Source: an optimization exercise on an open RTL-to-GDS flow (aim: small area). Production flows keep margins and buffers that such runs may drop.
The RTL was checked by simulation tests, not by an equivalence proof against the original design.
No activity file was given, so power comes from the tool's default toggle rates. The clock port is modelled as an ideal driver; clocking choices that lean on that would not hold on a real chip.

// dmem_responder
module dmem_responder (
  input  logic        clk,
  input  logic        rst,
  input  logic        mem_write,
  input  logic [31:0] address,
  input  logic [31:0] write_data,
  output logic [31:0] read_data,
  output logic        log_valid,
  input  logic        log_ready,
  output logic [31:0] log_addr,
  output logic [31:0] log_data,
  output logic        log_overflow,
  output logic        misaligned,
  output logic        done
);
  logic [31:0] ram_q [64];
  logic [5:0] idx;
  logic is_mmio, aligned, ram_we, log_push, fifo_empty, fifo_ovf;
  logic ovf_q, mis_q, done_q;
  logic [63:0] wsel, rsel;
  logic [61:0] head;
  logic [31:0] z [22];
  logic [31:0] o [6];
  logic [31:0] m0, m1, m2;
  logic phase_q, rd_inv;
  logic [31:0] wdx, rd_raw;
  always_comb begin
    idx = address[7:2];
    is_mmio = |address[31:10];
    aligned = address[1:0] == 2'b00;
    ram_we = mem_write && aligned && !is_mmio;
    log_push = mem_write && aligned && is_mmio;
    for (int w = 0; w < 64; w++) begin
      wsel[w] = ram_we && idx == 6'(w);
      rsel[w] = !is_mmio && idx == 6'(w);
  ...
export LEC_CHECK = 0
export CAP_MARGIN = 20
export CORE_MARGIN = 2
export CORE_UTILIZATION = 60
export SLEW_MARGIN = 20
export SYNTH_HIERARCHICAL = 1
create_clock -name core_clock -period 8.0 [get_ports {clk}]
standard.sh (not shown) runs the stock make flow with config.mk's settings and CLKGATE_MAP_FILE= SYNTH_SCRIPT=/design/flow/synth_recipe.tcl, a recipe that flattens the netlist after the stock synthesis.
==> flow/flow/run.sh <==
#!/bin/bash
# The standard layout, with plain buffers on the ports and a clock tree
# without dummy loads.
set -euo pipefail
export BUFFER_PORTS_ARGS="-buffer_cell sky130_fd_sc_hd__buf_2"
export CTS_ARGS="-sink_clustering_enable -repair_clock_nets -sink_clustering_size 30 -sink_clustering_max_diameter 100 -dont_use_dummy_load"
bash standard.sh > standard_flow.log 2>&1
The starting point went through all stages and came out clean.
Next try:
==> flow/flow/run.sh (replaced) <==
#!/bin/bash
# The standard layout, with plain buffers on the ports and a clock tree
# without dummy loads.
set -euo pipefail
export BUFFER_PORTS_ARGS="-buffer_cell sky130_fd_sc_hd__buf_2"
export CTS_ARGS="-sink_clustering_enable -repair_clock_nets -sink_clustering_size 28 -sink_clustering_max_diameter 150 -dont_use_dummy_load"
bash standard.sh > standard_flow.log 2>&1
- CORE_UTILIZATION: 60 -> 70
Outcome: Worst setup slack is better by 27 ps. Global-route usage rose by 5.1 points. Sequential share of layout area rose by 0.16 points. Area after synthesis is unchanged.
Next try:
==> flow/flow/run.sh (replaced) <==
#!/bin/bash
# The standard layout, with plain buffers on the ports and a clock tree
# without dummy loads.
set -euo pipefail
export BUFFER_PORTS_ARGS="-buffer_cell sky130_fd_sc_hd__buf_2"
export CTS_ARGS="-sink_clustering_enable -repair_clock_nets -sink_clustering_size 25 -sink_clustering_max_diameter 60 -dont_use_dummy_load"
bash standard.sh > standard_flow.log 2>&1
- CORE_UTILIZATION: 70 -> 60
Effect: Worst hold slack hardly moves. Worst setup slack improves by 25 ps. Total power increases by a few percent. Count of clock-buffer cells in the layout increases by 50. Non-clock buffer count increases by 6.
Next try:
==> flow/flow/run.sh (replaced) <==
#!/bin/bash
# The standard layout, with plain buffers on the ports and a clock tree
# without dummy loads.
set -euo pipefail
export BUFFER_PORTS_ARGS="-buffer_cell sky130_fd_sc_hd__buf_2"
export CTS_ARGS="-sink_clustering_enable -repair_clock_nets -sink_clustering_size 30 -sink_clustering_max_diameter 60 -dont_use_dummy_load"
bash standard.sh > standard_flow.log 2>&1
- CAP_MARGIN: 20 -> 10
- SLEW_MARGIN: 20 -> 10
- setup slack improves by 11 ps
- power hardly moves
- first-iteration DRC count is lower by 0.80%
- synthesized area stays the same
- final area stays flat
- core utilization stays flat
- wire length stays flat
- global-route usage is about the same
- non-clock buffer count does not change

Another version of the RTL of dmem_responder (not shown whole).
Size in the first run: ~6,500 cells after synthesis, about 75,000 um2 of cells after synthesis.
clock: 8.0 ns
lec_check: 0
cap_margin: 20
core_margin: 2
core_utilization: 80
slew_margin: 20
synth_hierarchical: 1
==> flow/flow/run.sh <==
#!/bin/bash
# The standard layout, with plain buffers on the ports and a clock tree
# without dummy loads.
set -euo pipefail
export BUFFER_PORTS_ARGS="-buffer_cell sky130_fd_sc_hd__buf_2"
export CTS_ARGS="-sink_clustering_enable -repair_clock_nets -sink_clustering_size 16 -sink_clustering_max_diameter 150 -buf_list sky130_fd_sc_hd__clkbuf_8 -dont_use_dummy_load"
bash standard.sh > standard_flow.log 2>&1
Edit:
Settings changed: CORE_UTILIZATION 80 to 70.
Total power barely changes.
Cell count rose by 2.1%.
Combinational power hardly moves.
Fmax barely changes.
Wire length climbs by 1.9%.
Sequential share of layout area went down by 0.23 points.
Via count falls by 2.7%.
Clock power rises by about 0.8%.
Non-clock buffer count rose by 25.
Register-to-register slack loses 0.02 ns.
Edit:
==> flow/flow/run.sh (replaced) <==
#!/bin/bash
# The standard layout, with plain buffers on the ports and a clock tree
# without dummy loads.
set -euo pipefail
export BUFFER_PORTS_ARGS="-buffer_cell sky130_fd_sc_hd__buf_2"
export CTS_ARGS="-sink_clustering_enable -repair_clock_nets -sink_clustering_size 18 -sink_clustering_max_diameter 150 -buf_list sky130_fd_sc_hd__clkbuf_8 -dont_use_dummy_load"
bash standard.sh > standard_flow.log 2>&1
=>
- sequential share of layout area is higher by 0.15 points
- setup slack is better by 0.049 ns
- utilization is lower by 0.20 points
- first-iteration DRC count is about the same
- routed wire length hardly moves
- final area barely changes
- global-route usage is lower by 0.16 points
- cell count hardly moves
- sequential power barely changes
- worst hold slack is worse by 0.0096 ns
Edit:
==> flow/flow/run.sh (replaced) <==
#!/bin/bash
# The standard layout, with plain buffers on the ports and a clock tree
# without dummy loads.
set -euo pipefail
export BUFFER_PORTS_ARGS="-buffer_cell sky130_fd_sc_hd__buf_2"
export CTS_ARGS="-sink_clustering_enable -repair_clock_nets -sink_clustering_size 28 -sink_clustering_max_diameter 150 -dont_use_dummy_load"
bash standard.sh > standard_flow.log 2>&1
What happened:
- die area does not change
- first-iteration DRC count is higher by 1.9%
- sequential share of layout area falls by 0.21 points

what the ideal ports hide:
The results above use ideal ports. As a check the final layouts listed here were re-extracted and re-timed, cells and wires unchanged. Step 1 sets driving cells, clkbuf_16 on the clock port and buf_2 on the other inputs (assumed; they add their load-dependent delay and slew). Step 2, shift: input delay + t, output delay - t, t = (earliest + latest rising clock arrival at the registers) / 2. This alone moves slack from input paths to output paths. a / b / c = no drivers / after step 1 / after step 2; a / b = the first two.
run	t, ns	setup slack, ns	worst register clock-pin slew, ns	worst slew at a driven data input, ns	cell pins on the clock port's net
the first run of note 1	0.823	0.272 / 0.254 / 0.254	0.12 / 0.12	0.09	1
the second run of note 1	0.786	0.300 / 0.281 / 0.281	0.11 / 0.11	0.12	1
the third run of note 1	0.867	0.325 / 0.306 / 0.306	0.10 / 0.10	0.11	1
the fourth run of note 1	0.885	0.336 / 0.317 / 0.317	0.11 / 0.11	0.09	1
the first run of note 2	0.977	0.518 / 0.496 / 0.496	0.11 / 0.11	0.10	1
the second run of note 2	0.969	0.529 / 0.511 / 0.511	0.11 / 0.11	0.11	1
the third run of note 2	0.953	0.578 / 0.514 / 0.514	0.12 / 0.12	0.11	1
the fourth run of note 2	0.809	0.444 / 0.425 / 0.425	0.12 / 0.12	0.09	1
After both steps every run listed still meets setup and hold. For the third run of note 2, which loses most, drivers alone change the setup slack by -0.064 ns; drivers and shift together by -0.064 ns.
